Context: an optimization exercise on an open-source flow, tuned for small area. The choices shown serve that exercise and are no tape-out recipe. At most, simulation tests tie the RTL to the original design; equivalence was not proved. No activity file was given, so power comes from the tool's default toggle rates. The flow treats the clock pin as an ideal source, which a real chip does not have.

// ups_top
module ups_top #(
    parameter int TICKS_PER_SEC = 1000,
    parameter int AVG_LOG2      = 4
) (
    input  logic        clk,
    input  logic        rst_n,
    input  logic [11:0] adc,
    input  logic        adc_dv,
    input  logic [1:0]  mode,
    input  logic        mode_update,
    input  logic [12:0] dac0_test,
    input  logic [12:0] dac1_test,
    input  logic        pv_test,
    input  logic [31:0] run_cfg,
    input  logic        run_start,
    input  logic        run_stop,
    output logic [12:0] dac0,
    output logic [12:0] dac1,
    output logic        pv,
    output logic [2:0]  status
);
clock: 8.0 ns
lec_check: 0
cap_margin: 20
core_margin: 2
core_utilization: 40
cts_buf_list: sky130_fd_sc_hd__clkbuf_4 sky130_fd_sc_hd__clkbuf_8
slew_margin: 20
run.sh (not shown) runs the stock make flow with config.mk's settings and CLKGATE_MAP_FILE= SYNTH_SCRIPT=/design/flow/synth_recipe.tcl, a recipe that flattens the netlist after the stock synthesis.
Edit:
- CTS_BUF_LIST: sky130_fd_sc_hd__clkbuf_4 sky130_fd_sc_hd__clkbuf_8 -> not set
The new run completed with no timing, DRC or antenna violations.
Final cell count is lower by 2.6%.
Worst setup slack improved by 0.012 ns.
Sequential share of layout area came out higher by 0.18 points.
Function was not checked in any run of this note: the RTL went through the layout flow alone.

v58:
Another version of the RTL of ups_top (not shown whole).
Size: ~820 cells after synthesis, about 340 flip-flops, roughly 110 I/O pins, roughly 13000 um^2 of cells after synthesis.
export LEC_CHECK = 0
export CAP_MARGIN = 20
export CORE_MARGIN = 2
export CORE_UTILIZATION = 65
export SLEW_MARGIN = 20
create_clock -name core_clock -period 8.0 [get_ports {clk}]
standard.sh (not shown) runs the stock make flow with config.mk's settings and CLKGATE_MAP_FILE= SYNTH_SCRIPT=/design/flow/synth_recipe.tcl, a recipe that flattens the netlist after the stock synthesis.
==> flow/flow/run.sh <==
#!/bin/bash
# The standard layout, with each port buffered by the smallest buffer cell
# and a clock tree without dummy loads, small buffers above the leaf level
set -euo pipefail
bash standard.sh \
  "BUFFER_PORTS_ARGS=-buffer_cell sky130_fd_sc_hd__buf_1" \
  "CTS_ARGS=-sink_clustering_enable -repair_clock_nets -sink_clustering_size 36 -sink_clustering_max_diameter 100 -dont_use_dummy_load -root_buf sky130_fd_sc_hd__clkbuf_4 -tree_buf sky130_fd_sc_hd__clkbuf_4 -sink_clustering_buffer sky130_fd_sc_hd__clkbuf_16" \
  finish > standard.log 2>&1
--- input diff v58..v56 ---
Settings: changing CORE_UTILIZATION from 65 to 40; setting CTS_CLUSTER_DIAMETER to 100 for the first time; setting CTS_CLUSTER_SIZE to 30 for the first time.
==> flow/flow/run.sh <==
#!/bin/bash
# The standard layout, with each port buffered by the smallest buffer cell
# and a clock tree without dummy loads, small buffers above the leaf level
set -euo pipefail
bash standard.sh \
  "BUFFER_PORTS_ARGS=-buffer_cell sky130_fd_sc_hd__buf_1" \
  "CTS_ARGS=-sink_clustering_enable -repair_clock_nets -sink_clustering_size 30 -sink_clustering_max_diameter 100 -dont_use_dummy_load -root_buf sky130_fd_sc_hd__clkbuf_4 -tree_buf sky130_fd_sc_hd__clkbuf_4 -sink_clustering_buffer sky130_fd_sc_hd__clkbuf_16" \
  finish > standard.log 2>&1
==> comparison <==
- In v56 relative to v58, cell count had gone up by more than 10%.
- v56 vs. v58: share of the core filled with cells fell by 27 points, maximum number of pins on one net before global-route repair has decreased.
- [diff] final critical-path setup slack, v56 relative to v58: improvement
The inputs of v45 differ from those of v56 as listed below.
Settings: CTS_CLUSTER_SIZE removed (was 30); CTS_CLUSTER_DIAMETER removed (was 100); CORE_UTILIZATION changed from 40 to 65.
Notes after the runs:
v45 completed end to end with timing, DRC and antenna clean.
In v45 the global routing met1 resource utilization turned out 11 points higher than in v56.
Against v56, setup slack in v45 came out worse.
NOTE wire length v56->v45 increased by a few percent
Of v45 and v56, it is v45 that has the higher clock period minus final worst setup slack.

the reference run:
ups_top, a different RTL version from the one above (not shown whole).
Size: roughly 110 I/O pins, ~13000 µm² of cells after synthesis.
clock: 8.0 ns
lec_check: 0
cap_margin: 20
core_margin: 2
core_utilization: 40
slew_margin: 20
==> flow/flow/run.sh <==
#!/bin/bash
# The standard layout, with each port buffered by the smallest buffer cell
set -euo pipefail
bash standard.sh "BUFFER_PORTS_ARGS=-buffer_cell sky130_fd_sc_hd__buf_1" finish > standard.log 2>&1
The reference run was carried through to the last stage, and its layout satisfied the timing, design-rule and antenna checks.
[inputs] the trial run vs the reference run
- an added CTS_CLUSTER_SIZE of 30
- an added CTS_CLUSTER_DIAMETER of 100
==> flow/run.sh (new file) <==
#!/bin/bash
# synth_recipe.tcl (not shown) runs the flow's synth.tcl, then flattens the netlist and writes it again
# the make line also repeats each setting of config.mk as NAME=value (left out here)
make -C /OpenROAD-flow-scripts/flow DESIGN_CONFIG=/design/flow/config.mk WORK_HOME=/design/flow/orfs CLKGATE_MAP_FILE= SYNTH_SCRIPT=/design/flow/synth_recipe.tcl finish
removed: flow/flow/run.sh
removed: flow/standard.sh
==> comparison <==
Compared to the reference run, the router laid down less metal wire for the trial run. The trial run -> the reference run: first-pass GRT wire length delta 0, exact match. Per the comparison of the trial run with the reference run, aggregate global-route resource usage flat, final cell area excluding filler cells roughly the same. Across both runs, power share of the combinational group was higher for the trial run than for the reference run. There was hardly any difference in sequential cell area between the trial run and the reference run. On met1 usage in global routing, the reference run and the trial run are neck and neck. Register-to-register slack: the trial run < the reference run. Looking at relative contribution of sequential cells to total power, the trial run sits above the reference run.
No functional check of the RTL was part of any run of this note.

## run 1
Another version of the RTL of ups_top (not shown whole).
Size: roughly 340 flip-flops, about 110 I/O pins, about 13000 um^2 of cells after synthesis.
==> flow/design.v (excerpt) <==
module ups_top #(
    parameter int TICKS_PER_SEC = 1000,
    parameter int AVG_LOG2      = 4
) (
    input  logic        clk,
    input  logic        rst_n,
    input  logic [11:0] adc,
    input  logic        adc_dv,
    input  logic [1:0]  mode,
    input  logic        mode_update,
    input  logic [12:0] dac0_test,
    input  logic [12:0] dac1_test,
    input  logic        pv_test,
    input  logic [31:0] run_cfg,
    input  logic        run_start,
    input  logic        run_stop,
    output logic [12:0] dac0,
    output logic [12:0] dac1,
    output logic        pv,
    output logic [2:0]  status
);
clock: 8.0 ns
lec_check: 0
abc_area: 1
cap_margin: 20
core_margin: 2
core_utilization: 40
slew_margin: 20
==> flow/flow/run.sh <==
#!/bin/bash
# The standard layout, with each port buffered by the smallest buffer cell
# and a clock tree without dummy loads, small buffers above the leaf level
set -euo pipefail
bash standard.sh \
  "BUFFER_PORTS_ARGS=-buffer_cell sky130_fd_sc_hd__buf_1" \
  "CTS_ARGS=-sink_clustering_enable -repair_clock_nets -sink_clustering_size 30 -sink_clustering_max_diameter 100 -dont_use_dummy_load -root_buf sky130_fd_sc_hd__clkbuf_4 -tree_buf sky130_fd_sc_hd__clkbuf_4 -sink_clustering_buffer sky130_fd_sc_hd__clkbuf_16" \
  finish > standard.log 2>&1
The final layout from run 1, which completed every stage, passed the timing, design-rule and antenna checks at the end of the flow.
The following lists how run 2 was set up differently from run 1:
- CTS_CLUSTER_DIAMETER: unset -> 100
- ABC_AREA: 1 -> unset
- CTS_CLUSTER_SIZE: unset -> 30
==> flow/flow/run.sh <==
#!/bin/bash
# The standard layout, with each port buffered by the smallest buffer cell
# and a clock tree without dummy loads, small buffers above the leaf level;
# cells off the critical paths are sized down after global routing
set -euo pipefail
bash standard.sh \
  "BUFFER_PORTS_ARGS=-buffer_cell sky130_fd_sc_hd__buf_1" \
  "CTS_ARGS=-sink_clustering_enable -repair_clock_nets -sink_clustering_size 30 -sink_clustering_max_diameter 100 -dont_use_dummy_load -root_buf sky130_fd_sc_hd__clkbuf_4 -tree_buf sky130_fd_sc_hd__clkbuf_4 -sink_clustering_buffer sky130_fd_sc_hd__clkbuf_16" \
  "RECOVER_POWER=100" \
  finish > standard.log 2>&1
Notes after the runs:
- Summary of the comparison: first-pass GRT wire length is lower in run 2, relative to run 1.
- Compound-cell area share of the yosys netlist: run 2 vs run 1 up 0.73 points
- Sort run 1 and run 2 by count of clock-net buffers in the final layout asc -> top: run 1
- The post-synthesis adder-cell area fraction of run 2 is higher than that of run 1.
- Synthesized net count | run 2 below run 1
- Run 1 → run 2: overall fraction of global-route tracks in use shows a reduction of 1.6 points; maximum frequency went down 3.2%; met2 usage in global routing now sits lower; non-clock buffer count dropped 0.88%.
- Status run 2: flow complete, layout not clean - capacitance limit, slew limit
- Delta(register fraction of the total cell area, run 2 - run 1) > 0
- Compared to run 1, run 2 has portion of total power attributed to the clock network 0.9 points higher.
Input changes introduced in run 3 (baseline for comparison: run 2):
==> flow/flow/run.sh <==
#!/bin/bash
# The standard layout, with each port buffered by the smallest buffer cell
# and a clock tree without dummy loads
set -euo pipefail
bash standard.sh \
  "BUFFER_PORTS_ARGS=-buffer_cell sky130_fd_sc_hd__buf_1" \
  "CTS_ARGS=-sink_clustering_enable -repair_clock_nets -sink_clustering_size 30 -sink_clustering_max_diameter 100 -dont_use_dummy_load" \
  finish > standard.log 2>&1
Results
Run 3: flow completed, timing, DRC and antenna clean. Compare run 3 and run 2 | design area higher: run 3. Data required time at the worst endpoint (lower): run 3. The layout-stage area growth over the synthesis result reported for run 3 is greater than that of run 2 by 0.71 points. Taking run 2 as the reference point, the final core utilization of run 3 rises by 0.29 points. As far as hold-fix buffer count after cts is concerned, run 3 and run 2 perform about the same. In run 3, the part of the power in the clock network came out 1.6 points above the value in run 2. Against run 2, run 3 reports a final worst setup slack that is higher. Any difference in wire length between run 3 and run 2 is small enough to ignore. Comparing proportion of cell area occupied by registers for run 3 and run 2, the bigger number came from run 2.
--- input diff run 3..run 4 ---
==> flow/flow/run.sh <==
#!/bin/bash
# The standard layout, with each port buffered by the smallest buffer cell
# and a clock tree without dummy loads, small buffers above the leaf level
set -euo pipefail
bash standard.sh \
  "BUFFER_PORTS_ARGS=-buffer_cell sky130_fd_sc_hd__buf_1" \
  "CTS_ARGS=-sink_clustering_enable -repair_clock_nets -sink_clustering_size 30 -sink_clustering_max_diameter 100 -dont_use_dummy_load -root_buf sky130_fd_sc_hd__clkbuf_4 -tree_buf sky130_fd_sc_hd__clkbuf_4 -sink_clustering_buffer sky130_fd_sc_hd__clkbuf_16" \
  finish > standard.log 2>&1
Run 3 -> run 4: flip-flop and latch count delta 0, exact match. Run 4 vs. run 3: fraction of layout cells with a size suffix above 1 has remained practically unchanged; register bit count reported by yosys has remained practically unchanged; non-filler instance count after layout has remained practically unchanged. Cmp run 4 and run 3 / area growth from synthesis to layout / higher: run 3. The higher combinational share of power came out of run 4. Run 4 consumes less power than run 3 does.
> inputs changed (run 4 -> run 5)
==> flow/flow/run.sh <==
#!/bin/bash
# The standard layout, with each port buffered by the smallest buffer cell
# and a clock tree without dummy loads, small buffers above the leaf level
set -euo pipefail
bash standard.sh \
  "BUFFER_PORTS_ARGS=-buffer_cell sky130_fd_sc_hd__buf_1" \
  "CTS_ARGS=-sink_clustering_enable -repair_clock_nets -sink_clustering_size 36 -sink_clustering_max_diameter 100 -dont_use_dummy_load -root_buf sky130_fd_sc_hd__clkbuf_4 -tree_buf sky130_fd_sc_hd__clkbuf_4 -sink_clustering_buffer sky130_fd_sc_hd__clkbuf_16" \
  finish > standard.log 2>&1
Results
- Utilization (higher): run 4
- On routed wire length per instance, run 5 and run 4 are basically level.
- In the final reports, the cell area of run 5 is smaller than that of run 4.
- The wire length of the first global-routing pass of run 5 falls short of that of run 4 by about 0.8%.

re-timing with driven ports:
The results above use ideal ports. As a check the final layouts listed here were re-extracted and re-timed, cells and wires unchanged.
Step 1, drivers: a clkbuf_16 drives clk and a buf_2 each remaining input, both assumed.
Step 2 times the ports against the registers' clock, not the clock port: input delays grow and output delays shrink by t, the midpoint of the rising clock arrivals with the driver on.
Slacks: no drivers / after step 1 / after step 2; pairs: no drivers / after step 1.
run | shift t [ns] | slack for setup (ns) | worst setup path after step 2 | worst slew at a driven data input, ns
the first run of note 1 | 0.615 | 0.340 / 0.340 / 0.340 | register to register | 0.09
the second run of note 1 | 0.553 | 0.352 / 0.352 / 0.352 | register to register | 0.09
v58 | 0.653 | 0.980 / 0.980 / 0.980 | register to register | 0.05
v56 | 0.698 | 1.111 / 1.111 / 1.111 | register to register | 0.04
v45 | 0.692 | 0.991 / 0.991 / 0.991 | register to register | 0.05
the reference run | 0.540 | 0.396 / 0.396 / 0.396 | register to register | 0.05
the trial run | 0.536 | 0.270 / 0.270 / 0.270 | register to register | 0.06
run 1 | 0.692 | 1.114 / 1.114 / 1.114 | register to register | 0.06
run 2 | 0.697 | 0.884 / 0.884 / 0.884 | register to register | 0.06
run 3 | 0.520 | 1.056 / 1.056 / 1.056 | register to register | 0.05
run 4 | 0.698 | 1.061 / 1.061 / 1.061 | register to register | 0.05
run 5 | 0.670 | 1.002 / 1.002 / 1.002 | register to register | 0.05
